This is an optimization exercise on Yosys and OpenROAD, whose aim is small area, not a production implementation. The RTL was checked by simulation tests, not by an equivalence proof against the original design. Power and IR drop assume default switching activity.

==> design.v <==
`timescale 1ns/100ps
module pixel_color_stage(video_on, pixel_x, pixel_y, lit, white);
  input video_on;
  wire video_on;
  input [10:0] pixel_x;
  wire [10:0] pixel_x;
  input [10:0] pixel_y;
  wire [10:0] pixel_y;
  output lit;
  wire lit;
  output white;
  wire white;
  wire _0000_;
  wire _0001_;
  wire _0002_;
  wire _0003_;
  wire _0004_;
  wire _0005_;
  wire _0006_;
  wire _0007_;
  wire _0008_;
  wire _0009_;
  wire _0010_;
  wire _0011_;
  wire _0012_;
  wire _0013_;
  wire _0014_;
  wire _0015_;
  wire _0016_;
  wire _0017_;
  wire _0018_;
  wire _0019_;
  wire _0020_;
  wire _0021_;
  wire _0022_;
  wire _0023_;
  wire _0024_;
  wire _0025_;
  wire _0026_;
  wire _0027_;
  wire _0028_;
  wire _0029_;
  wire _0030_;
  wire _0031_;
  wire _0032_;
  wire _0033_;
  wire _0034_;
  wire _0035_;
  wire _0036_;
  wire _0037_;
  wire _0038_;
  wire _0039_;
  wire _0040_;
  wire _0041_;
  wire _0042_;
  wire _0043_;
  wire _0044_;
  wire _0045_;
  wire _0046_;
  wire _0047_;
  wire _0048_;
  wire _0049_;
  wire _0050_;
  wire _0051_;
  wire _0052_;
  wire _0053_;
  wire _0054_;
  wire _0055_;
  wire _0056_;
  wire _0057_;
  wire _0058_;
  wire _0059_;
  wire _0060_;
  wire _0061_;
  wire _0062_;
  wire _0063_;
  wire _0064_;
  wire _0065_;
  wire _0066_;
  wire _0067_;
  wire _0068_;
  wire _0069_;
  wire _0070_;
  wire _0071_;
  wire _0072_;
  wire _0073_;
  wire _0074_;
  wire _0075_;
  wire _0076_;
  wire _0077_;
  wire _0078_;
  wire _0079_;
  wire _0080_;
  wire _0081_;
  wire _0082_;
  wire _0083_;
  wire _0084_;
  wire _0085_;
  wire _0086_;
  wire _0087_;
  wire _0088_;
  wire _0089_;
  wire _0090_;
  wire _0091_;
  wire _0092_;
  wire _0093_;
  wire _0094_;
  wire _0095_;
  wire _0096_;
  wire _0097_;
  wire _0098_;
  wire _0099_;
  wire _0100_;
  wire _0101_;
  wire _0102_;
  wire _0103_;
  wire _0104_;
  wire _0105_;
  wire _0106_;
  wire _0107_;
  wire _0108_;
  wire _0109_;
  wire _0110_;
  wire _0111_;
  wire _0112_;
  wire _0113_;
  wire _0114_;
  wire _0115_;
  wire _0116_;
  wire _0117_;
  wire _0118_;
  wire _0119_;
  wire _0120_;
  wire _0121_;
  wire _0122_;
  wire _0123_;
  wire _0124_;
  wire _0125_;
  wire _0126_;
  wire _0127_;
  wire _0128_;
  wire _0129_;
  wire _0130_;
  wire _0131_;
  wire _0132_;
  wire _0133_;
  wire _0134_;
  wire _0135_;
  wire _0136_;
  wire _0137_;
  wire _0138_;
  wire _0139_;
  wire _0140_;
  wire _0141_;
  wire _0142_;
  wire _0143_;
  wire _0144_;
  wire _0145_;
  wire _0146_;
  wire _0147_;
  wire _0148_;
  wire _0149_;
  wire _0150_;
  wire _0151_;
  wire _0152_;
  wire _0153_;
  wire _0154_;
  wire _0155_;
  wire _0156_;
  wire _0157_;
  wire _0158_;
  wire _0159_;
  wire _0160_;
  wire _0161_;
  wire _0162_;
  wire _0163_;
  wire _0164_;
  wire _0165_;
  wire _0166_;
  wire _0167_;
  wire _0168_;
  wire _0169_;
  wire _0170_;
  wire _0171_;
  wire _0172_;
  wire _0173_;
  wire _0174_;
  wire _0175_;
  wire _0176_;
  wire _0177_;
  wire _0178_;
  wire _0179_;
  wire _0180_;
  wire _0181_;
  wire _0182_;
  wire _0183_;
  wire _0184_;
  wire _0185_;
  wire _0186_;
  wire _0187_;
  wire _0188_;
  wire _0189_;
  wire _0190_;
  wire _0191_;
  wire _0192_;
  wire _0193_;
  wire _0194_;
  wire _0195_;
  wire _0196_;
  wire _0197_;
  wire _0198_;
  wire _0199_;
  wire _0200_;
  wire _0201_;
  wire _0202_;
  wire _0203_;
  wire _0204_;
  wire _0205_;
  wire _0206_;
  wire _0207_;
  wire _0208_;
  wire _0209_;
  wire _0210_;
  wire _0211_;
  wire _0212_;
  wire _0213_;
  wire _0214_;
  wire _0215_;
  wire _0216_;
  wire _0217_;
  wire _0218_;
  wire _0219_;
  wire _0220_;
  wire _0221_;
  wire _0222_;
  wire _0223_;
  wire _0224_;
  wire _0225_;
  wire _0226_;
  wire _0227_;
  wire _0228_;
  wire _0229_;
  wire _0230_;
  wire _0231_;
  wire _0232_;
  wire _0233_;
  wire _0234_;
  wire _0235_;
  wire _0236_;
  wire _0237_;
  wire _0238_;
  wire _0239_;
  wire _0240_;
  wire _0241_;
  wire _0242_;
  wire _0243_;
  wire _0244_;
  wire _0245_;
  wire _0246_;
  wire _0247_;
  wire _0248_;
  wire _0249_;
  wire _0250_;
  wire _0251_;
  wire _0252_;
  wire _0253_;
  wire _0254_;
  wire _0255_;
  wire _0256_;
  wire _0257_;
  wire _0258_;
  wire _0259_;
  wire _0260_;
  wire _0261_;
  wire _0262_;
  wire _0263_;
  wire _0264_;
  wire _0265_;
  wire _0266_;
  wire _0267_;
  wire _0268_;
  wire _0269_;
  wire _0270_;
  wire _0271_;
  wire _0272_;
  wire _0273_;
  wire _0274_;
  wire _0275_;
  wire _0276_;
  wire _0277_;
  wire _0278_;
  wire _0279_;
  wire _0280_;
  wire _0281_;
  wire _0282_;
  wire _0283_;
  wire _0284_;
  wire _0285_;
  wire _0286_;
  wire _0287_;
  wire _0288_;
  wire _0289_;
  wire _0290_;
  wire _0291_;
  wire _0292_;
  wire _0293_;
  wire _0294_;
  wire _0295_;
  wire _0296_;
  wire _0297_;
  wire _0298_;
  wire _0299_;
  wire _0300_;
  wire _0301_;
  wire _0302_;
  wire _0303_;
  wire _0304_;
  wire _0305_;
  wire _0306_;
  wire _0307_;
  wire _0308_;
  wire _0309_;
  wire _0310_;
  wire _0311_;
  wire _0312_;
  wire _0313_;
  wire _0314_;
  wire _0315_;
  wire _0316_;
  wire _0317_;
  wire _0318_;
  wire _0319_;
  wire _0320_;
  wire _0321_;
  wire _0322_;
  wire _0323_;
  wire _0324_;
  wire _0325_;
  wire _0326_;
  wire _0327_;
  wire _0328_;
  wire _0329_;
  wire _0330_;
  wire _0331_;
  wire _0332_;
  wire _0333_;
  wire _0334_;
  wire _0335_;
  wire _0336_;
  wire _0337_;
  wire _0338_;
  wire _0339_;
  wire _0340_;
  wire _0341_;
  wire _0342_;
  wire _0343_;
  wire _0344_;
  wire _0345_;
  wire _0346_;
  wire _0347_;
  wire _0348_;
  wire _0349_;
  wire _0350_;
  wire _0351_;
  wire _0352_;
  wire _0353_;
  wire _0354_;
  wire _0355_;
  wire _0356_;
  wire _0357_;
  wire _0358_;
  wire _0359_;
  wire _0360_;
  wire _0361_;
  wire _0362_;
  wire _0363_;
  wire _0364_;
  wire _0365_;
  wire _0366_;
  wire _0367_;
  wire _0368_;
  wire _0369_;
  wire _0370_;
  wire _0371_;
  wire _0372_;
  wire _0373_;
  wire _0374_;
  wire _0375_;
  wire _0376_;
  wire _0377_;
  wire _0378_;
  wire _0379_;
  wire _0380_;
  wire _0381_;
  wire _0382_;
  wire _0383_;
  wire _0384_;
  wire _0385_;
  wire _0386_;
  wire _0387_;
  wire _0388_;
  wire _0389_;
  wire _0390_;
  wire _0391_;
  wire _0392_;
  wire _0393_;
  wire _0394_;
  wire _0395_;
  wire _0396_;
  wire _0397_;
  wire _0398_;
  wire _0399_;
  wire _0400_;
  wire _0401_;
  wire _0402_;
  wire _0403_;
  wire _0404_;
  wire _0405_;
  wire _0406_;
  wire _0407_;
  wire _0408_;
  wire _0409_;
  wire _0410_;
  wire _0411_;
  wire _0412_;
  wire _0413_;
  wire _0414_;
  wire _0415_;
  wire _0416_;
  wire _0417_;
  wire _0418_;
  wire _0419_;
  wire _0420_;
  wire _0421_;
  wire _0422_;
  wire _0423_;
  wire _0424_;
  wire _0425_;
  wire _0426_;
  wire _0427_;
  wire _0428_;
  wire _0429_;
  wire _0430_;
  wire _0431_;
  wire _0432_;
  wire _0433_;
  wire _0434_;
  wire _0435_;
  wire _0436_;
  wire _0437_;
  wire _0438_;
  wire _0439_;
  wire _0440_;
  wire _0441_;
  wire _0442_;
  wire _0443_;
  wire _0444_;
  wire _0445_;
  wire _0446_;
  wire _0447_;
  wire _0448_;
  wire _0449_;
  wire _0450_;
  wire _0451_;
  wire _0452_;
  wire _0453_;
  wire _0454_;
  wire _0455_;
  wire _0456_;
  wire _0457_;
  wire _0458_;
  wire _0459_;
  wire _0460_;
  wire _0461_;
  wire _0462_;
  wire _0463_;
  wire _0464_;
  wire _0465_;
  wire _0466_;
  wire _0467_;
  wire _0468_;
  wire _0469_;
  wire _0470_;
  wire _0471_;
  wire _0472_;
  wire _0473_;
  wire _0474_;
  wire _0475_;
  wire _0476_;
  wire _0477_;
  wire _0478_;
  wire _0479_;
  wire _0480_;
  wire _0481_;
  wire _0482_;
  wire _0483_;
  wire _0484_;
  wire _0485_;
  wire _0486_;
  wire _0487_;
  wire _0488_;
  wire _0489_;
  wire _0490_;
  wire _0491_;
  wire _0492_;
  wire _0493_;
  wire _0494_;
  wire _0495_;
  wire _0496_;
  wire _0497_;
  wire _0498_;
  wire _0499_;
  wire _0500_;
  wire _0501_;
  wire _0502_;
  wire _0503_;
  wire _0504_;
  wire _0505_;
  wire _0506_;
  wire _0507_;
  wire _0508_;
  wire _0509_;
  wire _0510_;
  wire _0511_;
  wire _0512_;
  wire _0513_;
  wire _0514_;
  wire _0515_;
  wire _0516_;
  wire _0517_;
  wire _0518_;
  wire _0519_;
  wire _0520_;
  wire _0521_;
  wire _0522_;
  wire _0523_;
  wire _0524_;
  wire _0525_;
  wire _0526_;
  wire _0527_;
  wire _0528_;
  wire _0529_;
  wire _0530_;
  wire _0531_;
  wire _0532_;
  wire _0533_;
  wire _0534_;
  wire _0535_;
  wire _0536_;
  wire _0537_;
  wire _0538_;
  wire _0539_;
  wire _0540_;
  wire _0541_;
  wire _0542_;
  wire _0543_;
  wire _0544_;
  wire _0545_;
  wire _0546_;
  wire _0547_;
  wire _0548_;
  wire _0549_;
  wire _0550_;
  wire _0551_;
  wire _0552_;
  wire _0553_;
  wire _0554_;
  wire _0555_;
  wire _0556_;
  wire _0557_;
  wire _0558_;
  wire _0559_;
  wire _0560_;
  wire _0561_;
  wire _0562_;
  wire _0563_;
  wire _0564_;
  wire _0565_;
  wire _0566_;
  wire _0567_;
  wire _0568_;
  wire _0569_;
  wire _0570_;
  wire _0571_;
  wire _0572_;
  wire _0573_;
  wire _0574_;
  wire _0575_;
  wire _0576_;
  wire _0577_;
  wire _0578_;
  wire _0579_;
  wire _0580_;
  wire _0581_;
  wire _0582_;
  wire _0583_;
  wire _0584_;
  wire _0585_;
  wire _0586_;
  wire _0587_;
  wire _0588_;
  wire _0589_;
  wire _0590_;
  wire _0591_;
  wire _0592_;
  wire _0593_;
  wire _0594_;
  wire _0595_;
  wire _0596_;
  wire _0597_;
  wire _0598_;
  wire _0599_;
  wire _0600_;
  wire _0601_;
  wire _0602_;
  wire _0603_;
  wire _0604_;
  wire _0605_;
  wire _0606_;
  wire _0607_;
  wire _0608_;
  wire _0609_;
  wire _0610_;
  wire _0611_;
  wire _0612_;
  wire _0613_;
  wire _0614_;
  wire _0615_;
  wire _0616_;
  wire _0617_;
  wire _0618_;
  wire _0619_;
  wire _0620_;
  wire _0621_;
  wire _0622_;
  wire _0623_;
  wire _0624_;
  wire _0625_;
  wire _0626_;
  wire _0627_;
  wire _0628_;
  wire _0629_;
  wire _0630_;
  wire _0631_;
  wire _0632_;
  wire _0633_;
  wire _0634_;
  wire _0635_;
  wire _0636_;
  wire _0637_;
  wire _0638_;
  wire _0639_;
  wire _0640_;
  wire _0641_;
  wire _0642_;
  wire _0643_;
  wire _0644_;
  wire _0645_;
  wire _0646_;
  wire _0647_;
  wire _0648_;
  wire _0649_;
  wire _0650_;
  wire _0651_;
  wire _0652_;
  wire _0653_;
  wire _0654_;
  wire _0655_;
  wire _0656_;
  wire _0657_;
  wire _0658_;
  wire _0659_;
  wire _0660_;
  wire _0661_;
  wire _0662_;
  wire _0663_;
  wire _0664_;
  wire _0665_;
  wire _0666_;
  wire _0667_;
  wire _0668_;
  wire _0669_;
  wire _0670_;
  wire _0671_;
  wire _0672_;
  wire _0673_;
  wire _0674_;
  wire _0675_;
  wire _0676_;
  wire _0677_;
  wire _0678_;
  wire _0679_;
  wire _0680_;
  wire _0681_;
  wire _0682_;
  wire _0683_;
  wire _0684_;
  wire _0685_;
  wire _0686_;
  wire _0687_;
  wire _0688_;
  wire _0689_;
  wire _0690_;
  wire _0691_;
  wire _0692_;
  wire _0693_;
  wire _0694_;
  wire _0695_;
  wire _0696_;
  wire _0697_;
  wire _0698_;
  wire _0699_;
  wire _0700_;
  wire _0701_;
  wire _0702_;
  wire _0703_;
  wire _0704_;
  wire _0705_;
  wire _0706_;
  wire _0707_;
  wire _0708_;
  wire _0709_;
  wire _0710_;
  wire _0711_;
  wire _0712_;
  wire _0713_;
  wire _0714_;
  wire _0715_;
  wire _0716_;
  wire _0717_;
  wire _0718_;
  wire _0719_;
  wire _0720_;
  wire _0721_;
  wire _0722_;
  wire _0723_;
  wire _0724_;
  wire _0725_;
  wire _0726_;
  wire _0727_;
  wire _0728_;
  wire _0729_;
  wire _0730_;
  wire _0731_;
  wire _0732_;
  wire _0733_;
  wire _0734_;
  wire _0735_;
  wire _0736_;
  wire _0737_;
  wire _0738_;
  wire _0739_;
  wire _0740_;
  wire _0741_;
  wire _0742_;
  wire _0743_;
  wire _0744_;
  wire _0745_;
  wire _0746_;
  wire _0747_;
  wire _0748_;
  wire _0749_;
  wire _0750_;
  wire _0751_;
  wire _0752_;
  wire _0753_;
  wire _0754_;
  wire _0755_;
  wire _0756_;
  wire _0757_;
  wire _0758_;
  wire _0759_;
  wire _0760_;
  wire _0761_;
  wire _0762_;
  wire _0763_;
  wire _0764_;
  wire _0765_;
  wire _0766_;
  wire _0767_;
  wire _0768_;
  wire _0769_;
  wire _0770_;
  wire _0771_;
  wire _0772_;
  wire _0773_;
  wire _0774_;
  wire _0775_;
  assign _0160_ = ~pixel_y[2];
  assign _0171_ = pixel_y[0] & pixel_y[1];
  assign _0182_ = ~_0171_;
  assign _0193_ = _0182_ & _0160_;
  assign _0203_ = ~_0193_;
  assign _0214_ = _0203_ & pixel_y[3];
  assign _0225_ = ~_0214_;
  assign _0236_ = ~pixel_y[3];
  assign _0247_ = _0193_ & _0236_;
  assign _0258_ = ~_0247_;
  assign _0269_ = _0258_ & _0225_;
  assign _0280_ = pixel_y[2] & pixel_y[1];
  assign _0291_ = ~_0280_;
  assign _0302_ = _0291_ & _0236_;
  assign _0313_ = pixel_y[0] & _0160_;
  assign _0324_ = ~_0313_;
  assign _0335_ = _0324_ & _0236_;
  assign _0346_ = _0335_ & pixel_y[1];
  assign _0357_ = ~_0346_;
  assign _0368_ = ~_0269_;
  assign _0379_ = ~_0335_;
  assign _0390_ = _0379_ & _0291_;
  assign _0401_ = _0390_ & _0368_;
  assign _0412_ = ~_0401_;
  assign _0423_ = _0412_ & _0357_;
  assign _0434_ = _0423_ & _0302_;
  assign _0445_ = ~_0434_;
  assign _0456_ = ~pixel_y[4];
  assign _0467_ = _0456_ & pixel_y[6];
  assign _0478_ = _0467_ & _0445_;
  assign _0489_ = _0478_ & _0269_;
  assign _0500_ = ~_0489_;
  assign _0511_ = ~_0478_;
  assign _0522_ = _0511_ & _0368_;
  assign _0533_ = ~_0522_;
  assign _0544_ = _0533_ & _0500_;
  assign _0555_ = ~_0544_;
  assign _0566_ = ~pixel_x[2];
  assign _0577_ = ~pixel_x[3];
  assign _0588_ = pixel_x[4] & _0577_;
  assign _0599_ = _0588_ & _0566_;
  assign _0610_ = ~_0599_;
  assign _0621_ = ~pixel_x[5];
  assign _0632_ = ~pixel_x[4];
  assign _0643_ = _0632_ & _0621_;
  assign _0654_ = ~_0643_;
  assign _0665_ = pixel_x[4] & pixel_x[5];
  assign _0676_ = ~_0665_;
  assign _0687_ = _0676_ & _0654_;
  assign _0698_ = _0632_ & pixel_x[3];
  assign _0709_ = _0698_ & pixel_x[2];
  assign _0720_ = ~_0709_;
  assign _0731_ = _0720_ & _0687_;
  assign _0742_ = _0731_ & _0610_;
  assign _0753_ = pixel_x[2] & pixel_x[1];
  assign _0757_ = pixel_x[4] & pixel_x[3];
  assign _0758_ = _0757_ & _0621_;
  assign _0759_ = _0758_ & _0753_;
  assign _0760_ = ~_0759_;
  assign _0761_ = ~pixel_x[1];
  assign _0762_ = _0566_ & _0761_;
  assign _0763_ = _0762_ & _0577_;
  assign _0764_ = _0632_ & pixel_x[5];
  assign _0765_ = _0764_ & _0763_;
  assign _0766_ = ~_0765_;
  assign _0767_ = pixel_x[6] & pixel_x[5];
  assign _0768_ = ~_0767_;
  assign _0769_ = ~pixel_x[6];
  assign _0770_ = _0769_ & _0621_;
  assign _0771_ = ~_0770_;
  assign _0772_ = _0771_ & _0768_;
  assign _0773_ = _0772_ & _0766_;
  assign _0774_ = _0773_ & _0760_;
  assign _0775_ = _0774_ & _0742_;
  assign _0000_ = ~_0775_;
  assign _0001_ = _0000_ & _0555_;
  assign _0002_ = ~_0001_;
  assign _0003_ = ~pixel_y[5];
  assign _0004_ = pixel_y[2] & pixel_y[3];
  assign _0005_ = ~_0004_;
  assign _0006_ = _0005_ & pixel_y[6];
  assign _0007_ = ~_0006_;
  assign _0008_ = _0007_ & _0003_;
  assign _0009_ = ~_0008_;
  assign _0010_ = _0006_ & pixel_y[5];
  assign _0011_ = ~_0010_;
  assign _0012_ = _0011_ & _0009_;
  assign _0013_ = ~_0012_;
  assign _0014_ = _0742_ & _0544_;
  assign _0015_ = ~_0014_;
  assign _0016_ = _0015_ & _0013_;
  assign _0017_ = _0016_ & _0002_;
  assign _0018_ = ~_0017_;
  assign _0019_ = _0171_ & pixel_y[2];
  assign _0020_ = ~_0019_;
  assign _0021_ = _0020_ & _0236_;
  assign _0022_ = ~pixel_y[1];
  assign _0023_ = _0160_ & _0022_;
  assign _0024_ = ~_0023_;
  assign _0025_ = _0632_ & _0577_;
  assign _0026_ = _0025_ & _0566_;
  assign _0027_ = ~_0026_;
  assign _0028_ = _0027_ & _0621_;
  assign _0029_ = ~_0028_;
  assign _0030_ = ~pixel_x[0];
  assign _0031_ = _0762_ & _0030_;
  assign _0032_ = _0031_ & _0577_;
  assign _0033_ = ~_0032_;
  assign _0034_ = _0033_ & pixel_x[4];
  assign _0035_ = ~_0034_;
  assign _0036_ = _0035_ & pixel_x[5];
  assign _0037_ = ~_0036_;
  assign _0038_ = _0037_ & _0029_;
  assign _0039_ = _0753_ & _0577_;
  assign _0040_ = ~_0039_;
  assign _0041_ = pixel_x[1] & pixel_x[0];
  assign _0042_ = ~_0041_;
  assign _0043_ = _0042_ & _0566_;
  assign _0044_ = ~_0043_;
  assign _0045_ = _0044_ & pixel_x[5];
  assign _0046_ = ~_0045_;
  assign _0047_ = _0761_ & _0030_;
  assign _0048_ = ~_0047_;
  assign _0049_ = _0048_ & pixel_x[2];
  assign _0050_ = ~_0049_;
  assign _0051_ = _0050_ & _0621_;
  assign _0052_ = ~_0051_;
  assign _0053_ = _0052_ & _0046_;
  assign _0054_ = _0053_ & pixel_x[3];
  assign _0055_ = ~_0054_;
  assign _0056_ = _0055_ & _0040_;
  assign _0057_ = _0056_ & _0038_;
  assign _0058_ = ~_0057_;
  assign _0059_ = ~_0742_;
  assign _0060_ = _0049_ & _0577_;
  assign _0061_ = ~_0060_;
  assign _0062_ = _0753_ & pixel_x[0];
  assign _0063_ = ~_0062_;
  assign _0064_ = ~_0762_;
  assign _0065_ = _0064_ & _0643_;
  assign _0066_ = _0065_ & _0063_;
  assign _0067_ = _0066_ & _0061_;
  assign _0068_ = ~_0067_;
  assign _0069_ = _0068_ & _0059_;
  assign _0070_ = _0069_ & _0058_;
  assign _0071_ = ~_0070_;
  assign _0072_ = _0071_ & _0024_;
  assign _0073_ = ~_0072_;
  assign _0074_ = _0073_ & _0021_;
  assign _0075_ = ~_0074_;
  assign _0076_ = _0075_ & pixel_y[4];
  assign _0077_ = ~_0076_;
  assign _0078_ = _0045_ & _0757_;
  assign _0079_ = ~_0078_;
  assign _0080_ = _0753_ & pixel_x[3];
  assign _0081_ = ~_0080_;
  assign _0082_ = _0081_ & _0643_;
  assign _0083_ = ~_0082_;
  assign _0084_ = _0083_ & _0079_;
  assign _0085_ = ~_0084_;
  assign _0086_ = ~_0763_;
  assign _0087_ = _0086_ & _0665_;
  assign _0088_ = ~_0087_;
  assign _0089_ = _0051_ & _0025_;
  assign _0090_ = ~_0089_;
  assign _0091_ = _0090_ & _0088_;
  assign _0092_ = ~_0091_;
  assign _0093_ = _0092_ & _0085_;
  assign _0094_ = _0093_ & _0203_;
  assign _0095_ = ~_0094_;
  assign _0096_ = _0095_ & _0003_;
  assign _0097_ = ~_0096_;
  assign _0098_ = ~_0053_;
  assign _0099_ = ~pixel_y[0];
  assign _0100_ = _0099_ & _0022_;
  assign _0101_ = ~_0100_;
  assign _0102_ = _0101_ & pixel_y[2];
  assign _0103_ = ~_0102_;
  assign _0104_ = _0103_ & _0236_;
  assign _0105_ = ~_0104_;
  assign _0106_ = _0105_ & _0098_;
  assign _0107_ = ~_0106_;
  assign _0108_ = _0104_ & _0053_;
  assign _0109_ = ~_0108_;
  assign _0110_ = _0109_ & _0107_;
  assign _0111_ = ~_0110_;
  assign _0112_ = ~pixel_y[6];
  assign _0113_ = ~_0774_;
  assign _0114_ = _0113_ & _0112_;
  assign _0115_ = _0114_ & _0111_;
  assign _0116_ = ~_0115_;
  assign _0117_ = _0024_ & pixel_y[3];
  assign _0118_ = _0117_ & _0020_;
  assign _0119_ = ~_0118_;
  assign _0120_ = _0119_ & _0116_;
  assign _0121_ = _0120_ & _0097_;
  assign _0122_ = ~_0121_;
  assign _0123_ = _0122_ & _0077_;
  assign _0124_ = ~_0123_;
  assign _0125_ = pixel_y[3] & pixel_y[4];
  assign _0126_ = _0125_ & _0280_;
  assign _0127_ = ~_0126_;
  assign _0128_ = _0005_ & _0456_;
  assign _0129_ = ~_0128_;
  assign _0130_ = _0093_ & pixel_y[5];
  assign _0131_ = ~_0130_;
  assign _0132_ = ~_0758_;
  assign _0133_ = _0764_ & _0577_;
  assign _0134_ = ~_0133_;
  assign _0135_ = _0134_ & _0132_;
  assign _0136_ = ~_0135_;
  assign _0137_ = ~_0031_;
  assign _0138_ = _0063_ & _0137_;
  assign _0139_ = _0138_ & _0136_;
  assign _0140_ = ~_0139_;
  assign _0141_ = _0140_ & _0774_;
  assign _0142_ = _0141_ & _0131_;
  assign _0143_ = ~_0142_;
  assign _0144_ = _0143_ & _0129_;
  assign _0145_ = ~_0144_;
  assign _0146_ = _0145_ & _0127_;
  assign _0147_ = ~_0146_;
  assign _0148_ = _0053_ & _0113_;
  assign _0149_ = ~_0148_;
  assign _0150_ = _0149_ & _0021_;
  assign _0151_ = ~_0150_;
  assign _0152_ = ~_0021_;
  assign _0153_ = _0148_ & _0152_;
  assign _0154_ = ~_0153_;
  assign _0155_ = _0154_ & pixel_y[6];
  assign _0156_ = _0155_ & _0151_;
  assign _0157_ = ~_0156_;
  assign _0158_ = _0157_ & _0012_;
  assign _0159_ = _0158_ & _0147_;
  assign _0161_ = ~_0159_;
  assign _0162_ = _0161_ & _0124_;
  assign _0163_ = _0162_ & _0018_;
  assign _0164_ = ~_0163_;
  assign _0165_ = ~_0772_;
  assign _0166_ = _0135_ & _0165_;
  assign _0167_ = ~_0166_;
  assign _0168_ = ~pixel_y[9];
  assign _0169_ = ~pixel_y[10];
  assign _0170_ = _0169_ & _0168_;
  assign _0172_ = ~pixel_x[10];
  assign _0173_ = _0172_ & video_on;
  assign _0174_ = _0173_ & _0170_;
  assign _0175_ = ~pixel_x[7];
  assign _0176_ = _0175_ & pixel_x[8];
  assign _0177_ = ~pixel_x[9];
  assign _0178_ = ~pixel_y[8];
  assign _0179_ = _0178_ & pixel_y[7];
  assign _0180_ = _0179_ & _0177_;
  assign _0181_ = _0180_ & _0176_;
  assign _0183_ = _0181_ & _0174_;
  assign _0184_ = _0183_ & _0167_;
  assign _0185_ = pixel_y[6] & pixel_y[5];
  assign _0186_ = _0302_ & _0456_;
  assign _0187_ = ~_0186_;
  assign _0188_ = _0187_ & _0185_;
  assign _0189_ = ~_0188_;
  assign _0190_ = _0112_ & _0003_;
  assign _0191_ = ~_0302_;
  assign _0192_ = _0191_ & pixel_y[4];
  assign _0194_ = ~_0192_;
  assign _0195_ = _0194_ & _0190_;
  assign _0196_ = ~_0195_;
  assign _0197_ = _0196_ & _0189_;
  assign _0198_ = _0197_ & _0184_;
  assign white = _0198_ & _0164_;
  assign _0199_ = ~white;
  assign _0200_ = _0099_ & pixel_y[2];
  assign _0201_ = ~_0200_;
  assign _0202_ = _0201_ & _0324_;
  assign _0204_ = _0160_ & pixel_y[3];
  assign _0205_ = ~_0204_;
  assign _0206_ = _0205_ & _0456_;
  assign _0207_ = ~_0206_;
  assign _0208_ = _0207_ & _0022_;
  assign _0209_ = ~_0208_;
  assign _0210_ = _0209_ & _0202_;
  assign _0211_ = _0210_ & _0100_;
  assign _0212_ = ~_0211_;
  assign _0213_ = _0212_ & _0194_;
  assign _0215_ = ~_0213_;
  assign _0216_ = _0215_ & _0112_;
  assign _0217_ = ~_0216_;
  assign _0218_ = _0055_ & _0643_;
  assign _0219_ = ~_0218_;
  assign _0220_ = ~_0025_;
  assign _0221_ = _0220_ & pixel_x[5];
  assign _0222_ = ~_0221_;
  assign _0223_ = _0222_ & _0219_;
  assign _0224_ = _0223_ & _0217_;
  assign _0226_ = ~_0224_;
  assign _0227_ = _0226_ & _0769_;
  assign _0228_ = ~_0227_;
  assign _0229_ = _0228_ & _0092_;
  assign _0230_ = ~_0229_;
  assign _0231_ = _0230_ & _0038_;
  assign _0232_ = ~_0231_;
  assign _0233_ = ~_0038_;
  assign _0234_ = _0228_ & _0233_;
  assign _0235_ = ~_0234_;
  assign _0237_ = _0235_ & pixel_x[7];
  assign _0238_ = _0237_ & _0232_;
  assign _0239_ = ~_0238_;
  assign _0240_ = ~pixel_x[8];
  assign _0241_ = _0456_ & _0003_;
  assign _0242_ = ~_0241_;
  assign _0243_ = _0105_ & _0003_;
  assign _0244_ = ~_0243_;
  assign _0245_ = _0244_ & _0212_;
  assign _0246_ = ~_0245_;
  assign _0248_ = _0246_ & _0242_;
  assign _0249_ = ~_0248_;
  assign _0250_ = ~_0757_;
  assign _0251_ = _0250_ & _0621_;
  assign _0252_ = _0251_ & _0040_;
  assign _0253_ = ~_0252_;
  assign _0254_ = _0222_ & _0046_;
  assign _0255_ = ~_0254_;
  assign _0256_ = _0034_ & _0003_;
  assign _0257_ = ~_0256_;
  assign _0259_ = pixel_y[4] & pixel_y[5];
  assign _0260_ = _0259_ & _0214_;
  assign _0261_ = ~_0260_;
  assign _0262_ = _0160_ & _0236_;
  assign _0263_ = _0262_ & _0241_;
  assign _0264_ = ~_0263_;
  assign _0265_ = _0264_ & _0261_;
  assign _0266_ = _0265_ & _0257_;
  assign _0267_ = ~_0266_;
  assign _0268_ = _0267_ & _0255_;
  assign _0270_ = ~_0268_;
  assign _0271_ = _0270_ & _0253_;
  assign _0272_ = _0271_ & _0249_;
  assign _0273_ = ~_0272_;
  assign _0274_ = ~_0687_;
  assign _0275_ = _0064_ & _0274_;
  assign _0276_ = _0275_ & _0757_;
  assign _0277_ = ~_0276_;
  assign _0278_ = pixel_x[6] & _0175_;
  assign _0279_ = _0278_ & _0277_;
  assign _0281_ = _0279_ & _0219_;
  assign _0282_ = _0281_ & _0273_;
  assign _0283_ = ~_0282_;
  assign _0284_ = _0283_ & _0240_;
  assign _0285_ = _0284_ & _0239_;
  assign _0286_ = ~_0285_;
  assign _0287_ = _0259_ & pixel_y[3];
  assign _0288_ = ~_0287_;
  assign _0289_ = _0288_ & _0112_;
  assign _0290_ = ~_0289_;
  assign _0292_ = _0290_ & _0171_;
  assign _0293_ = ~_0292_;
  assign _0294_ = _0293_ & _0160_;
  assign _0295_ = ~_0294_;
  assign _0296_ = _0292_ & pixel_y[2];
  assign _0297_ = ~_0296_;
  assign _0298_ = _0297_ & _0295_;
  assign _0299_ = ~_0298_;
  assign _0300_ = _0299_ & _0030_;
  assign _0301_ = ~_0300_;
  assign _0303_ = _0298_ & pixel_x[0];
  assign _0304_ = ~_0303_;
  assign _0305_ = _0304_ & _0301_;
  assign _0306_ = ~_0305_;
  assign _0307_ = _0687_ & pixel_x[2];
  assign _0308_ = ~_0307_;
  assign _0309_ = _0308_ & pixel_y[4];
  assign _0310_ = ~_0309_;
  assign _0311_ = _0310_ & _0305_;
  assign _0312_ = ~_0311_;
  assign _0314_ = ~_0753_;
  assign _0315_ = _0275_ & _0314_;
  assign _0316_ = ~_0315_;
  assign _0317_ = pixel_x[2] & _0456_;
  assign _0318_ = ~_0317_;
  assign _0319_ = _0318_ & _0316_;
  assign _0320_ = _0319_ & _0312_;
  assign _0321_ = ~_0320_;
  assign _0322_ = _0221_ & _0753_;
  assign _0323_ = ~_0322_;
  assign _0325_ = _0323_ & _0687_;
  assign _0326_ = _0325_ & pixel_x[0];
  assign _0327_ = ~_0326_;
  assign _0328_ = ~_0325_;
  assign _0329_ = _0328_ & _0030_;
  assign _0330_ = ~_0329_;
  assign _0331_ = _0330_ & _0295_;
  assign _0332_ = _0331_ & _0327_;
  assign _0333_ = ~_0332_;
  assign _0334_ = _0333_ & _0297_;
  assign _0336_ = ~_0334_;
  assign _0337_ = _0336_ & pixel_y[3];
  assign _0338_ = ~_0337_;
  assign _0339_ = _0334_ & _0236_;
  assign _0340_ = ~_0339_;
  assign _0341_ = _0340_ & _0761_;
  assign _0342_ = ~_0341_;
  assign _0343_ = _0342_ & _0338_;
  assign _0344_ = _0343_ & _0321_;
  assign _0345_ = ~_0344_;
  assign _0347_ = _0203_ & pixel_y[5];
  assign _0348_ = ~_0347_;
  assign _0349_ = _0160_ & _0003_;
  assign _0350_ = ~_0349_;
  assign _0351_ = _0350_ & _0101_;
  assign _0352_ = _0351_ & _0348_;
  assign _0353_ = ~_0352_;
  assign _0354_ = pixel_y[3] & pixel_y[6];
  assign _0355_ = ~_0354_;
  assign _0356_ = _0355_ & pixel_y[4];
  assign _0358_ = _0356_ & _0353_;
  assign _0359_ = ~_0358_;
  assign _0360_ = _0359_ & _0544_;
  assign _0361_ = ~_0360_;
  assign _0362_ = _0361_ & _0566_;
  assign _0363_ = ~_0362_;
  assign _0364_ = _0360_ & pixel_x[2];
  assign _0365_ = ~_0364_;
  assign _0366_ = _0365_ & _0363_;
  assign _0367_ = ~_0366_;
  assign _0369_ = _0337_ & _0761_;
  assign _0370_ = _0369_ & _0320_;
  assign _0371_ = _0370_ & _0367_;
  assign _0372_ = ~_0371_;
  assign _0373_ = _0372_ & _0345_;
  assign _0374_ = ~_0373_;
  assign _0375_ = _0374_ & _0306_;
  assign _0376_ = ~_0375_;
  assign _0377_ = _0340_ & pixel_x[1];
  assign _0378_ = ~_0377_;
  assign _0380_ = _0566_ & pixel_y[4];
  assign _0381_ = _0380_ & _0274_;
  assign _0382_ = ~_0381_;
  assign _0383_ = _0222_ & _0753_;
  assign _0384_ = ~_0383_;
  assign _0385_ = _0064_ & _0456_;
  assign _0386_ = ~_0385_;
  assign _0387_ = _0386_ & _0384_;
  assign _0388_ = _0387_ & _0382_;
  assign _0389_ = ~_0388_;
  assign _0391_ = _0389_ & _0338_;
  assign _0392_ = _0391_ & _0378_;
  assign _0393_ = ~_0392_;
  assign _0394_ = _0314_ & _0687_;
  assign _0395_ = ~_0394_;
  assign _0396_ = _0323_ & _0456_;
  assign _0397_ = _0396_ & _0395_;
  assign _0398_ = _0397_ & _0340_;
  assign _0399_ = ~_0398_;
  assign _0400_ = _0399_ & _0393_;
  assign _0402_ = _0400_ & _0376_;
  assign _0403_ = ~_0402_;
  assign _0404_ = pixel_y[5] & pixel_x[3];
  assign _0405_ = ~_0404_;
  assign _0406_ = _0003_ & _0577_;
  assign _0407_ = ~_0406_;
  assign _0408_ = _0407_ & _0405_;
  assign _0409_ = _0408_ & _0403_;
  assign _0410_ = ~_0409_;
  assign _0411_ = ~_0408_;
  assign _0413_ = _0317_ & _0761_;
  assign _0414_ = _0413_ & _0305_;
  assign _0415_ = ~_0414_;
  assign _0416_ = _0415_ & _0411_;
  assign _0417_ = _0416_ & _0400_;
  assign _0418_ = _0417_ & _0373_;
  assign _0419_ = ~_0418_;
  assign _0420_ = _0003_ & pixel_x[3];
  assign _0421_ = ~_0420_;
  assign _0422_ = _0421_ & _0380_;
  assign _0424_ = ~_0422_;
  assign _0425_ = pixel_y[5] & _0577_;
  assign _0426_ = ~_0425_;
  assign _0427_ = _0426_ & _0687_;
  assign _0428_ = _0427_ & _0424_;
  assign _0429_ = ~_0428_;
  assign _0430_ = _0566_ & _0456_;
  assign _0431_ = _0430_ & _0405_;
  assign _0432_ = ~_0431_;
  assign _0433_ = _0407_ & _0274_;
  assign _0435_ = _0433_ & _0432_;
  assign _0436_ = ~_0435_;
  assign _0437_ = _0436_ & _0429_;
  assign _0438_ = ~_0437_;
  assign _0439_ = _0112_ & _0632_;
  assign _0440_ = ~_0439_;
  assign _0441_ = pixel_y[6] & pixel_x[4];
  assign _0442_ = ~_0441_;
  assign _0443_ = _0442_ & _0440_;
  assign _0444_ = _0654_ & _0769_;
  assign _0446_ = _0444_ & _0443_;
  assign _0447_ = _0446_ & _0438_;
  assign _0448_ = ~_0447_;
  assign _0449_ = ~_0443_;
  assign _0450_ = _0449_ & _0772_;
  assign _0451_ = _0450_ & _0437_;
  assign _0452_ = ~_0451_;
  assign _0453_ = _0452_ & _0448_;
  assign _0454_ = ~_0453_;
  assign _0455_ = _0454_ & pixel_x[7];
  assign _0457_ = _0455_ & _0419_;
  assign _0458_ = _0457_ & _0410_;
  assign _0459_ = ~_0458_;
  assign _0460_ = ~_0093_;
  assign _0461_ = _0460_ & _0769_;
  assign _0462_ = ~_0461_;
  assign _0463_ = _0462_ & pixel_x[7];
  assign _0464_ = _0463_ & _0084_;
  assign _0465_ = ~_0464_;
  assign _0466_ = _0062_ & _0757_;
  assign _0468_ = ~_0466_;
  assign _0469_ = _0468_ & _0621_;
  assign _0470_ = _0769_ & _0175_;
  assign _0471_ = _0470_ & _0469_;
  assign _0472_ = ~_0471_;
  assign _0473_ = _0472_ & pixel_x[8];
  assign _0474_ = _0473_ & _0465_;
  assign _0475_ = ~_0474_;
  assign _0476_ = _0063_ & _0577_;
  assign _0477_ = ~_0476_;
  assign _0479_ = _0477_ & _0081_;
  assign _0480_ = ~_0479_;
  assign _0481_ = _0480_ & _0774_;
  assign _0482_ = ~_0481_;
  assign _0483_ = _0482_ & _0194_;
  assign _0484_ = _0483_ & _0249_;
  assign _0485_ = ~_0484_;
  assign _0486_ = _0485_ & _0475_;
  assign _0487_ = ~_0486_;
  assign _0488_ = _0460_ & _0240_;
  assign _0490_ = ~_0488_;
  assign _0491_ = _0031_ & _0764_;
  assign _0492_ = ~_0491_;
  assign _0493_ = _0134_ & _0029_;
  assign _0494_ = _0493_ & _0492_;
  assign _0495_ = _0494_ & _0249_;
  assign _0496_ = ~_0495_;
  assign _0497_ = _0767_ & _0175_;
  assign _0498_ = ~_0497_;
  assign _0499_ = ~_0470_;
  assign _0501_ = _0499_ & _0165_;
  assign _0502_ = _0501_ & _0218_;
  assign _0503_ = ~_0502_;
  assign _0504_ = _0503_ & _0498_;
  assign _0505_ = ~_0504_;
  assign _0506_ = ~_0494_;
  assign _0507_ = _0506_ & _0248_;
  assign _0508_ = ~_0507_;
  assign _0509_ = _0508_ & _0505_;
  assign _0510_ = _0509_ & _0496_;
  assign _0512_ = ~_0510_;
  assign _0513_ = _0512_ & _0490_;
  assign _0514_ = _0513_ & _0487_;
  assign _0515_ = _0514_ & _0459_;
  assign _0516_ = ~_0515_;
  assign _0517_ = _0516_ & _0286_;
  assign _0518_ = ~_0517_;
  assign _0519_ = ~_0190_;
  assign _0520_ = _0519_ & _0214_;
  assign _0521_ = ~_0520_;
  assign _0523_ = ~_0259_;
  assign _0524_ = _0241_ & _0191_;
  assign _0525_ = ~_0524_;
  assign _0526_ = _0525_ & _0523_;
  assign _0527_ = _0526_ & _0521_;
  assign _0528_ = ~_0527_;
  assign _0529_ = _0528_ & _0577_;
  assign _0530_ = ~_0529_;
  assign _0531_ = _0527_ & pixel_x[3];
  assign _0532_ = ~_0531_;
  assign _0534_ = _0532_ & _0530_;
  assign _0535_ = _0361_ & pixel_x[2];
  assign _0536_ = ~_0535_;
  assign _0537_ = _0536_ & _0534_;
  assign _0538_ = ~_0537_;
  assign _0539_ = ~_0534_;
  assign _0540_ = _0535_ & _0539_;
  assign _0541_ = ~_0540_;
  assign _0542_ = _0541_ & _0538_;
  assign _0543_ = ~_0542_;
  assign _0545_ = pixel_y[3] & pixel_y[5];
  assign _0546_ = _0545_ & _0100_;
  assign _0547_ = ~_0546_;
  assign _0548_ = _0547_ & _0423_;
  assign _0549_ = _0548_ & _0112_;
  assign _0550_ = ~_0549_;
  assign _0551_ = ~_0202_;
  assign _0552_ = ~_0262_;
  assign _0553_ = _0552_ & _0022_;
  assign _0554_ = _0553_ & _0129_;
  assign _0556_ = _0554_ & _0551_;
  assign _0557_ = ~_0556_;
  assign _0558_ = ~_0210_;
  assign _0559_ = _0558_ & pixel_y[6];
  assign _0560_ = _0559_ & _0557_;
  assign _0561_ = ~_0560_;
  assign _0562_ = _0561_ & _0550_;
  assign _0563_ = ~_0562_;
  assign _0564_ = _0563_ & _0352_;
  assign _0565_ = _0564_ & _0555_;
  assign _0567_ = ~_0565_;
  assign _0568_ = _0353_ & _0544_;
  assign _0569_ = ~_0568_;
  assign _0570_ = _0569_ & pixel_y[4];
  assign _0571_ = _0570_ & _0567_;
  assign _0572_ = ~_0571_;
  assign _0573_ = _0568_ & _0549_;
  assign _0574_ = ~_0573_;
  assign _0575_ = ~_0548_;
  assign _0576_ = _0368_ & _0112_;
  assign _0578_ = ~_0576_;
  assign _0579_ = _0578_ & _0456_;
  assign _0580_ = _0579_ & _0575_;
  assign _0581_ = ~_0580_;
  assign _0582_ = _0581_ & _0574_;
  assign _0583_ = _0582_ & _0572_;
  assign _0584_ = _0583_ & _0761_;
  assign _0585_ = ~_0584_;
  assign _0586_ = _0585_ & _0367_;
  assign _0587_ = ~_0586_;
  assign _0589_ = _0587_ & _0543_;
  assign _0590_ = _0589_ & _0532_;
  assign _0591_ = ~_0590_;
  assign _0592_ = _0591_ & _0530_;
  assign _0593_ = _0592_ & pixel_x[4];
  assign _0594_ = ~_0593_;
  assign _0595_ = ~_0592_;
  assign _0596_ = _0595_ & _0632_;
  assign _0597_ = ~_0596_;
  assign _0598_ = _0597_ & _0594_;
  assign _0600_ = ~_0583_;
  assign _0601_ = _0600_ & pixel_x[1];
  assign _0602_ = ~_0601_;
  assign _0603_ = _0602_ & _0366_;
  assign _0604_ = _0562_ & _0030_;
  assign _0605_ = ~_0604_;
  assign _0606_ = _0605_ & _0585_;
  assign _0607_ = ~_0606_;
  assign _0608_ = _0607_ & _0603_;
  assign _0609_ = ~_0608_;
  assign _0611_ = _0609_ & _0542_;
  assign _0612_ = ~_0611_;
  assign _0613_ = _0563_ & pixel_x[0];
  assign _0614_ = ~_0613_;
  assign _0615_ = _0614_ & _0761_;
  assign _0616_ = ~_0615_;
  assign _0617_ = _0616_ & _0600_;
  assign _0618_ = ~_0617_;
  assign _0619_ = _0563_ & _0041_;
  assign _0620_ = ~_0619_;
  assign _0622_ = _0620_ & _0366_;
  assign _0623_ = _0622_ & _0543_;
  assign _0624_ = _0623_ & _0618_;
  assign _0625_ = ~_0624_;
  assign _0626_ = _0625_ & _0612_;
  assign _0627_ = ~_0626_;
  assign _0628_ = _0627_ & _0598_;
  assign _0629_ = ~_0628_;
  assign _0630_ = _0600_ & _0566_;
  assign _0631_ = ~_0630_;
  assign _0633_ = _0562_ & pixel_x[0];
  assign _0634_ = _0633_ & _0631_;
  assign _0635_ = ~_0634_;
  assign _0636_ = _0600_ & _0761_;
  assign _0637_ = ~_0636_;
  assign _0638_ = _0637_ & pixel_x[2];
  assign _0639_ = ~_0638_;
  assign _0640_ = _0639_ & _0361_;
  assign _0641_ = _0640_ & _0635_;
  assign _0642_ = ~_0641_;
  assign _0644_ = ~_0588_;
  assign _0645_ = _0527_ & _0644_;
  assign _0646_ = ~_0645_;
  assign _0647_ = ~_0698_;
  assign _0648_ = _0528_ & _0647_;
  assign _0649_ = ~_0648_;
  assign _0650_ = _0649_ & _0064_;
  assign _0651_ = _0650_ & _0646_;
  assign _0652_ = _0651_ & _0642_;
  assign _0653_ = ~_0652_;
  assign _0655_ = _0563_ & _0030_;
  assign _0656_ = ~_0655_;
  assign _0657_ = _0656_ & _0637_;
  assign _0658_ = ~_0657_;
  assign _0659_ = _0583_ & pixel_x[1];
  assign _0660_ = ~_0659_;
  assign _0661_ = _0660_ & _0365_;
  assign _0662_ = _0661_ & _0658_;
  assign _0663_ = ~_0662_;
  assign _0664_ = _0663_ & _0363_;
  assign _0666_ = ~_0664_;
  assign _0667_ = _0539_ & pixel_x[4];
  assign _0668_ = _0667_ & _0666_;
  assign _0669_ = ~_0668_;
  assign _0670_ = _0669_ & _0653_;
  assign _0671_ = _0670_ & _0629_;
  assign _0672_ = ~_0671_;
  assign _0673_ = _0598_ & _0267_;
  assign _0674_ = ~_0673_;
  assign _0675_ = _0674_ & _0112_;
  assign _0677_ = _0675_ & _0672_;
  assign _0678_ = ~_0677_;
  assign _0679_ = _0678_ & _0469_;
  assign _0680_ = ~_0679_;
  assign _0681_ = _0167_ & _0240_;
  assign _0682_ = _0681_ & _0463_;
  assign _0683_ = _0682_ & _0680_;
  assign _0684_ = ~_0683_;
  assign _0685_ = _0684_ & _0518_;
  assign _0686_ = ~_0685_;
  assign _0688_ = _0686_ & _0177_;
  assign _0689_ = ~_0688_;
  assign _0690_ = _0598_ & pixel_y[4];
  assign _0691_ = ~_0690_;
  assign _0692_ = ~_0603_;
  assign _0693_ = _0456_ & pixel_x[5];
  assign _0694_ = ~_0693_;
  assign _0695_ = _0694_ & _0605_;
  assign _0696_ = _0695_ & _0692_;
  assign _0697_ = _0696_ & _0589_;
  assign _0699_ = _0697_ & _0691_;
  assign _0700_ = ~_0699_;
  assign _0701_ = ~_0598_;
  assign _0702_ = _0701_ & _0456_;
  assign _0703_ = ~_0702_;
  assign _0704_ = _0690_ & pixel_x[5];
  assign _0705_ = ~_0704_;
  assign _0706_ = _0705_ & _0703_;
  assign _0707_ = ~_0706_;
  assign _0708_ = ~_0589_;
  assign _0710_ = _0616_ & _0367_;
  assign _0711_ = ~_0710_;
  assign _0712_ = _0711_ & _0583_;
  assign _0713_ = ~_0712_;
  assign _0714_ = ~_0622_;
  assign _0715_ = _0714_ & _0542_;
  assign _0716_ = _0715_ & _0713_;
  assign _0717_ = ~_0716_;
  assign _0718_ = _0717_ & _0708_;
  assign _0719_ = _0718_ & _0707_;
  assign _0721_ = ~_0719_;
  assign _0722_ = _0721_ & _0700_;
  assign _0723_ = ~_0722_;
  assign _0724_ = _0723_ & pixel_y[6];
  assign _0725_ = ~_0724_;
  assign _0726_ = _0494_ & _0112_;
  assign _0727_ = ~_0726_;
  assign _0728_ = _0727_ & _0084_;
  assign _0729_ = _0728_ & _0217_;
  assign _0730_ = _0729_ & _0725_;
  assign _0732_ = ~_0730_;
  assign _0733_ = pixel_x[9] & _0240_;
  assign _0734_ = _0733_ & _0470_;
  assign _0735_ = _0734_ & _0091_;
  assign _0736_ = _0735_ & _0732_;
  assign _0737_ = ~_0736_;
  assign _0738_ = _0737_ & _0689_;
  assign _0739_ = ~_0738_;
  assign _0740_ = _0126_ & pixel_y[6];
  assign _0741_ = ~_0740_;
  assign _0743_ = ~_0125_;
  assign _0744_ = _0190_ & _0743_;
  assign _0745_ = ~_0744_;
  assign _0746_ = ~_0185_;
  assign _0747_ = ~pixel_y[7];
  assign _0748_ = pixel_y[8] & _0747_;
  assign _0749_ = _0748_ & _0746_;
  assign _0750_ = _0749_ & _0174_;
  assign _0751_ = _0750_ & _0745_;
  assign _0752_ = _0751_ & _0741_;
  assign _0754_ = _0752_ & _0739_;
  assign _0755_ = ~_0754_;
  assign _0756_ = _0755_ & _0199_;
  assign lit = ~_0756_;
endmodule
`timescale 1ns/100ps
module game_over_screen
(
    input  logic        clk,
    input  logic        arst_n,
    input  logic        video_on,
    input  logic [10:0] pixel_x,
    input  logic [10:0] pixel_y,
    output logic [4:0]  vga_rgb
);
    logic lit_d;             
    logic white_d;           
    logic lit_q;             
    logic white_q;
    logic lit_o;             
    logic white_o;
    pixel_color_stage u_pix (
        .video_on (video_on),
        .pixel_x  (pixel_x),
        .pixel_y  (pixel_y),
        .lit      (lit_d),
        .white    (white_d)
    );
    always_ff @(posedge clk or negedge arst_n) begin
        if (!arst_n) begin
            lit_q   <= 1'b0;
            white_q <= 1'b0;
            lit_o   <= 1'b0;
            white_o <= 1'b0;
        end else begin
            lit_q   <= lit_d;
            white_q <= white_d;
            lit_o   <= lit_q;
            white_o <= white_q;
        end
    end
    assign vga_rgb = {lit_o, lit_o, white_o, white_o, white_o};
endmodule
==> flow/run.sh <==
#!/bin/bash
# Standard ORFS layout, with three changes to how it is made:
#  - synthesis maps the logic with an area-oriented ABC script (map.abc)
#    and leaves adders as plain gates for ABC instead of half/full adder cells,
#  - the ports are buffered with the smallest buffer (buf_1).
# Each tool's output goes to the ORFS logs under orfs/logs; make's own output
# goes to standard.log here.
set -euo pipefail
here=$(pwd)
sed "s|@MAP_ABC@|$here/flow/map.abc|" flow/synth.tcl > $here/synth_custom.tcl
bash standard.sh \
    SYNTH_SCRIPT=$here/synth_custom.tcl \
    ADDER_MAP_FILE= \
    "BUFFER_PORTS_ARGS=-buffer_cell sky130_fd_sc_hd__buf_1" \
    "CTS_ARGS=-buf_list sky130_fd_sc_hd__clkbuf_1 -root_buf sky130_fd_sc_hd__clkbuf_1 -sink_clustering_enable -sink_clustering_size 4 -sink_clustering_max_diameter 100 -repair_clock_nets" \
    finish > standard.log 2>&1
==> flow/map.abc <==
strash
dch -f
amap
mfs3 -a
topo
==> flow/synth.tcl <==
# The standard flow's synthesis script (synth_recipe.tcl), with the ABC script swapped
proc synth {args} { yosys synth -nofsm -noshare {*}$args }
proc abc {args} {
  set i [lsearch -exact $args -script]
  if { $i >= 0 } { lset args [expr {$i + 1}] @MAP_ABC@ }
  yosys abc {*}$args
}
source $::env(SCRIPTS_DIR)/synth.tcl
# left out here: clear keep_hierarchy, flatten, clean up, hide names made inside functions, write 1_2_yosys.v
==> standard.sh <==
#!/bin/bash
# synth_recipe.tcl (not shown) runs the flow's synth.tcl, then flattens the netlist and writes it again
# the make line also repeats each setting of config.mk as NAME=value (left out here)
make -C /OpenROAD-flow-scripts/flow DESIGN_CONFIG=/design/flow/config.mk WORK_HOME=/design/flow/orfs CLKGATE_MAP_FILE= SYNTH_SCRIPT=/design/flow/synth_recipe.tcl "${@:-finish}"
==> config.mk <==
export PLATFORM = sky130hd
export DESIGN_NAME = game_over_screen
export DESIGN_NICKNAME = game_over_screen
export VERILOG_FILES = /design/flow/design.v
export SDC_FILE = /design/flow/constraint.sdc
export NUM_CORES = 4
export LEC_CHECK = 0
export CAP_MARGIN = 20
export CORE_MARGIN = 2
export CORE_UTILIZATION = 40
export CTS_BUF_LIST = sky130_fd_sc_hd__clkbuf_1
export SLEW_MARGIN = 20
==> constraint.sdc <==
create_clock -name core_clock -period 25.0 [get_ports {clk}]
set_input_delay 5.0000 -clock core_clock [delete_from_list [all_inputs] [get_ports {clk}]]
set_output_delay 5.0000 -clock core_clock [all_outputs]
set_load 0.01 [all_outputs]
==> results of run 1 <==
## layout by cell type, fill, tap and decap left out, types with 2 or more instances in the layout
| cell type | instances |
|---|---|
| nand2_1 | 23 |
| a21oi_1 | 29 |
| o21ai_0 | 34 |
| dfrtp_1 | 4 |
| or2_0 | 6 |
| a221oi_1 | 3 |
| a22oi_1 | 3 |
| o31ai_1 | 2 |
| o2111ai_1 | 2 |
| o311ai_0 | 2 |
| o221ai_1 | 2 |
| nor2b_1 | 2 |
| a2111oi_0 | 2 |
| a31oi_1 | 7 |
| clkbuf_1 | 3 |
| nor3_1 | 9 |
| nor2_1 | 66 |
| nand3_1 | 2 |
| nor3b_1 | 2 |
| a21boi_0 | 2 |
| o22ai_1 | 5 |
| o211ai_1 | 6 |
| a211oi_1 | 3 |
| o32ai_1 | 3 |
| nor4_1 | 4 |
| clkinv_1 | 34 |
| buf_1 | 29 |
## flip-flops by register name (all words and copies together) (netlist names)
register / count
white_q: 1
lit_o: 1
white_o: 1
lit_q: 1
## metrics by stage
| stage | instance area [um2] | hold slack (ns) | power, mW | cells | util |
|---|---|---|---|---|---|
| 4_1_cts | 1630 | 0.357 | 0.0445 | 349 | 0.451 |
| 3_3_place_gp | 1610 | 0.334 | 0.0400 | 346 | 0.448 |
| 3_5_place_dp | 1610 | 0.336 | 0.0399 | 346 | 0.448 |
| 2_1_floorplan | 1480 | 0.331 | 0.0301 | 274 | - |
| 6_report | 1630 | 0.357 | 0.0452 | 349 | 0.451 |
| 5_1_grt | 1630 | 0.371 | 0.0498 | 349 | 0.451 |
## area by class of cell
class,count,area [um2]
multi-input combinational,231,1220
fill,426,1980
clock buffer,3,11.3
tap,48,60.1
inverter,34,128
sequential,4,100
timing repair buffer,29,109
## cell families after synthesis
family                 count (synthesis)  share of synthesized area
AOI/OAI and AO/OA                    114                      0.483
buffers and inverters                 39                      0.111
DFF                                    4                     0.0675
and+or+nand+nor                      117                      0.338
## where the power goes
| part | internal, mW | leakage, nW | total, mW | switching, mW |
|---|---|---|---|---|
| clock network | 0.00197 | 0.00354 | 0.00444 | 0.00247 |
| registers | 0.00649 | 0.0559 | 0.00650 | 0.00000550 |
| logic | 0.0111 | 0.452 | 0.0342 | 0.0231 |
| total | 0.0196 | 0.511 | 0.0452 | 0.0256 |
## worst max-delay path, stage by stage
cell	delay [ns]
buf_1	0.19
clkinv_1	0.16
nor2_1	0.16
nor2_1	0.09
clkinv_1	0.07
nand2_1	0.06
o21ai_0	0.16
clkinv_1	0.13
o32ai_1	0.31
o211ai_1	0.14
o21ai_0	0.42
or2_0	0.20
o32ai_1	0.08
a31oi_1	0.43
clkinv_1	0.22
nor2_1	0.16
o21ai_0	0.17
a21oi_1	0.22
nor2_1	0.05
a21oi_1	0.24
nor2_1	0.09
a22oi_1	0.22
o32a_1	0.20
nor2_1	0.05
o21ai_0	0.18
nor2b_1	0.15
nor3_1	0.05
or2_0	0.20
## routing by layer
metal / up-vias / track usage / part of all wire
li1: 1070 / - / -
met1: 932 / 0.319 / 0.44
met2: 121 / 0.394 / 0.45
met3: 20 / 0.0191 / 0.083
met4: 0 / 0.0904 / 0.032
met5: - / 0 / 0
## worst paths after layout
| path | slack (ns) | end | depth (start not counted) |
|---|---|---|---|
| max reg2reg | 24.53 | lit_o | 0 |
| min | 0.36 | white_o | 0 |
| min reg2reg | 0.36 | white_o | 0 |
| min in group asynchronous | 4.57 | white_q | 1 |
| max in group asynchronous | 20.22 | lit_o | 1 |
| max | 15.31 | lit_q | 28 |
==> impl_metrics.ini, run 1 <==
[critical_path]
cp_max_fo = 6
r2r_start = lit_q
path_class = primary input to register
critical_path.endpoint_type = register
required_ns = 25.09
worst_ep_arrival_time_ns = 9.78
cp-start-kind = primary input
crit_start = pixel_y[1]

[floorplan]
start_util = 0.411
fp.coreArea_um2 = 3610
die_w_um = 64.9
ios = 30
die_h_um = 64.9
die-area_um2 = 4210
row_count = 22

[status]
status = no timing/DRC/antenna violations

[timing]
final.setup.worst_slack_ns = 15.31
finClkSkew_ns = 0.0000560
tightestPinTransition_ns = 0.592
finalCritPeriodShare = 0.388
fin_tns_setup_ns = 0
rsz0062_at_grt = false
final-max-slew-violation-count = 0
min_period_ns = 9.69
hold_violations = 0
slew_headroom = 0.605
finalSetupViolCount = 0
fmax_mhz = 103

[global_routing]
grt_overflow = 0
grt_pass1_vias = 1838
antenna_found_initial = 0
grt_pass1_wl_um = 8140
grt_util_all_layers = 0.238
grt_max_degree = 15

[cts]
cts-buffers-inserted = 3
cts_tree = yes
cts_setup_buffers = 0
cts_resized = 0
cts_hold_buf = 0
ctsHtreeMaxLevel = 1
clockBufferDepth = 2
clk_pin_slew_ns = 0.10
cts_sinks = 4
root_buffer = clkbuf_1
insertion_delay_ns = 0.23

[job]
maxCapViolations = 0

[routing]
viasPerCell = 6.14
dr.pass1.iters = 5
num_vias = 2143
drc = 0
antenna_left = 0
drt_iter0_drc = 179
totalWireLength_um = 5000
routedWlPerCell_um = 14.3

[synthesis]
synth_area_um2 = 1480
synth_edf_count = 0
syn-instance-count = 274
yosys-top-cells-count = 66 x nor2_1, 34 x clkinv_1, 34 x o21ai_0
yosysTopAreaCell = nor2_1
yosysMostFrequentCell = nor2_1
yosysSeqAreaShare = 0.0675
synthDistinctLibCells = 38
yosys_warnings = 1
async_reset_ff_frac = 1.00
syn-num-nets = 299
syn_area_per_cell_um2 = 5.41
synth.area.top_cells = nor2_1 17%, o21ai_0 11%, a21oi_1 9.8%, clkinv_1 8.6%, dfrtp_1 6.8%
synth-seq-cells = 4
synth_top_area_frac = 0.167
ys.flop_type = dfrtp_1

[pwr]
leakage_nw = 0.511
peakVddDrop_mv = 0.00902
power.density_nw_per_um2 = 27.8

[finish]
antennaDiodeCount = 0
drive_above_1_share = 0
fin_nets = 328
areaGrowthSynthToFinish_pct = 9.62

[placed_design]
place_hpwl_um = 4050
place_ws_ns = 15.27
gp_congestion = 1.01
portBuffers = 29

[hold_path]
worstHoldStart = white_q
hold_path.class = register to register
==> run 2, diff against run 1 <==
--- a/flow/run.sh
+++ b/flow/run.sh
@@ -12,5 +12,4 @@
     SYNTH_SCRIPT=$here/synth_custom.tcl \
     ADDER_MAP_FILE= \
     "BUFFER_PORTS_ARGS=-buffer_cell sky130_fd_sc_hd__buf_1" \
-    "CTS_ARGS=-buf_list sky130_fd_sc_hd__clkbuf_1 -root_buf sky130_fd_sc_hd__clkbuf_1 -sink_clustering_enable -sink_clustering_size 4 -sink_clustering_max_diameter 100 -repair_clock_nets" \
     finish > standard.log 2>&1
==> flow/map.abc (replaced) <==
strash
dch -f
amap
topo
==> run 2 against run 1 <==
Total power increased by 1.7%. Combinational power increased by 2%. Sequential share of layout area about the same. Final cell count increased by 0.29%. Critical endpoint unchanged.
==> impl_metrics.ini, run 2 <==
[synthesis]
yosysSeqAreaShare = 0.0669
synth.area.top_cells = nor2_1 17%, o21ai_0 11%, clkinv_1 9.0%, a21oi_1 8.0%, dfrtp_1 6.7%
synthDistinctLibCells = 37
syn-instance-count = 275
yosysTopAreaCell = nor2_1
yosys-top-cells-count = 69 x nor2_1, 36 x clkinv_1, 32 x o21ai_0
synth_top_area_frac = 0.173
syn_area_per_cell_um2 = 5.44
ys.flop_type = dfrtp_1
synth_area_um2 = 1500
async_reset_ff_frac = 1.00
synth_edf_count = 0
synth-seq-cells = 4
syn-num-nets = 300
yosys_warnings = 1
yosysMostFrequentCell = nor2_1

[floorplan]
row_count = 22
die_w_um = 65.1
die_h_um = 65.1
die-area_um2 = 4240
fp.coreArea_um2 = 3630
ios = 30
start_util = 0.412

[routing]
num_vias = 2190
drt_iter0_drc = 307
antenna_left = 0
routedWlPerCell_um = 14.4
totalWireLength_um = 5040
viasPerCell = 6.26
dr.pass1.iters = 5
drc = 0

[finish]
final_common_cell = nor2_1
fin_nets = 329
drive_above_1_share = 0
areaGrowthSynthToFinish_pct = 9.54
final_cell_mix = 69 x nor2_1, 36 x clkinv_1, 32 x o21ai_0
n_fill_cell = 439
antennaDiodeCount = 0

[critical_path]
r2r_end = lit_o
cp-start-kind = primary input
crit_top_cell = nor2_1
required_ns = 25.13
cpMaxStageDelayCell = o21ai_0
cp_top_family = compound AO/OA/AOI/OAI gates
path_class = primary input to register
cp_max_fo = 6
cp_num_buf_inv = 5
reg2reg_setup_slack_ns = 24.53
critical_path.endpoint_type = register
reg2reg_depth = 0
cp_slowest_stage_delay_ns = 0.43
r2r_start = lit_q
worst_ep_arrival_time_ns = 9.63

[job]
maxCapViolations = 0

[global_routing]
grt_max_degree = 15
grt_pass1_wl_um = 8550
grt_util_all_layers = 0.248
grt_pass1_vias = 1894
grt_overflow = 0
antenna_found_initial = 0

[hold_path]
worstHoldStart = white_q
min_to = white_o
hold_path.class = register to register
min_path_cells = 0

[cts]
ctsHtreeMaxLevel = 1
cts_setup_buffers = 0
root_buffer = clkbuf_1
insertion_delay_ns = 0.22
clk_pin_slew_ns = 0.10
cts-buffers-inserted = 3
clockBufferDepth = 2
cts_tree = yes
cts_sinks = 4
cts_hold_buf = 0
cts_resized = 0

[timing]
final.setup.worst_slack_ns = 15.51
tightestPinTransition_ns = 0.821
fin_tns_setup_ns = 0
rsz0062_at_grt = false
fmax_mhz = 105
hold_violations = 0
slew_headroom = 0.449
min_period_ns = 9.49
final-max-slew-violation-count = 0
finalSetupViolCount = 0
finClkSkew_ns = 0.0000349
finalCritPeriodShare = 0.380

[pwr]
power.total_mw = 0.0460
power.density_nw_per_um2 = 28.1
leakage_nw = 0.514
peakVddDrop_mv = 0.00843

[placed_design]
place_ws_ns = 15.32
place_hpwl_um = 4050
gp_congestion = 0.986
portBuffers = 29

[status]
status = no timing/DRC/antenna violations
## run 2: cell count changes after synthesis, moves of 2 or more
| cell | previous run | this run |
|---|---|---|
| a21oi_1 | 29 | 24 |
| clkinv_1 | 34 | 36 |
| o21a_1 | 1 | 3 |
| nor3b_1 | 2 | 0 |
| o21ai_0 | 34 | 32 |
| nor2_1 | 66 | 69 |
## run 2: per-layer routing
metal,track usage,share of wire,vias to the layer above
met1,0.352,0.42,938
met4,0.0885,0.037,0
met2,0.387,0.43,154
met3,0.0291,0.11,22
met5,0,0,-
li1,-,-,1076
## run 2: how the worst max path moves through the flow
stage	slack, ns	depth (start not counted)	to	startpoint
after floorplan	16.17	26	lit_q	pixel_y[1]
final	15.51	28	lit_q	pixel_y[1]
after global routing	14.83	28	lit_q	pixel_y[1]
after detailed placement	15.32	28	lit_q	pixel_y[1]
after CTS	15.56	28	lit_q	pixel_y[1]
after global placement	15.47	24	lit_q	pixel_y[3]
## run 2: cells by family (layout without fill, tap and decap cells)
group / Yosys count / after routing / share of synthesized area
buffers and inverters: 41 / 68 / 0.115
AOI/OAI and AO/OA: 113 / 113 / 0.486
and+or+nand+nor: 117 / 117 / 0.331
DFF: 4 / 4 / 0.0669
## run 2: where the power goes
part	total [mW]	leakage [nW]	switching [mW]	internal (mW)
clock	0.00461	0.00354	0.00264	0.00197
combinational	0.0348	0.454	0.0235	0.0113
sequential	0.00650	0.0559	0.00000491	0.00649
## run 2: through the flow
stage | utilization | hold WS, ns | area, um2 | cells
after floorplan | - | 0.331 | 1500 | 275
after global placement | 0.448 | 0.332 | 1630 | 347
after detailed placement | 0.448 | 0.338 | 1630 | 347
after CTS | 0.451 | 0.355 | 1640 | 350
after global routing | 0.451 | 0.359 | 1640 | 350
final | 0.451 | 0.353 | 1640 | 350
## run 2: layout make-up
class	instances	area [um2]	area share
clock buffers	3	11.3	0.00688
inverters	36	135	0.0825
multi-input cells	230	1220	0.746
flip-flops and latches	4	100	0.0611
well taps	48	60.1	0.0367
repair buffers	29	109	0.0665

## port drivers added, routing unchanged
The results above use ideal ports. As a check the final layouts listed here were re-extracted and re-timed, cells and wires unchanged.
Step 1: set_driving_cell puts a clkbuf_16 on clk and a buf_2 on each other input, an assumption about the parent block.
Step 2 also shifts input and output timing later by t, the mid clock arrival at the registers, as if the neighbouring blocks saw the same clock.
Slacks: ideal / step 1 / step 2; pairs: ideal / step 1.
| run | t (ns) | setup slack, ns | worst setup path after step 2 | clock arrival spread, ns | pins driven straight from the clock port |
|---|---|---|---|---|---|
| run 1 | 0.232 | 15.307 / 15.293 / 15.061 | input to register | 0.024 / 0.024 | 1 |
| run 2 | 0.241 | 15.506 / 15.495 / 15.254 | input to register | 0.018 / 0.018 | 1 |
After both steps every run listed still meets setup and hold. The setup slack of run 2, which loses most, moves by -0.011 ns with the drivers and by -0.252 ns with both steps.
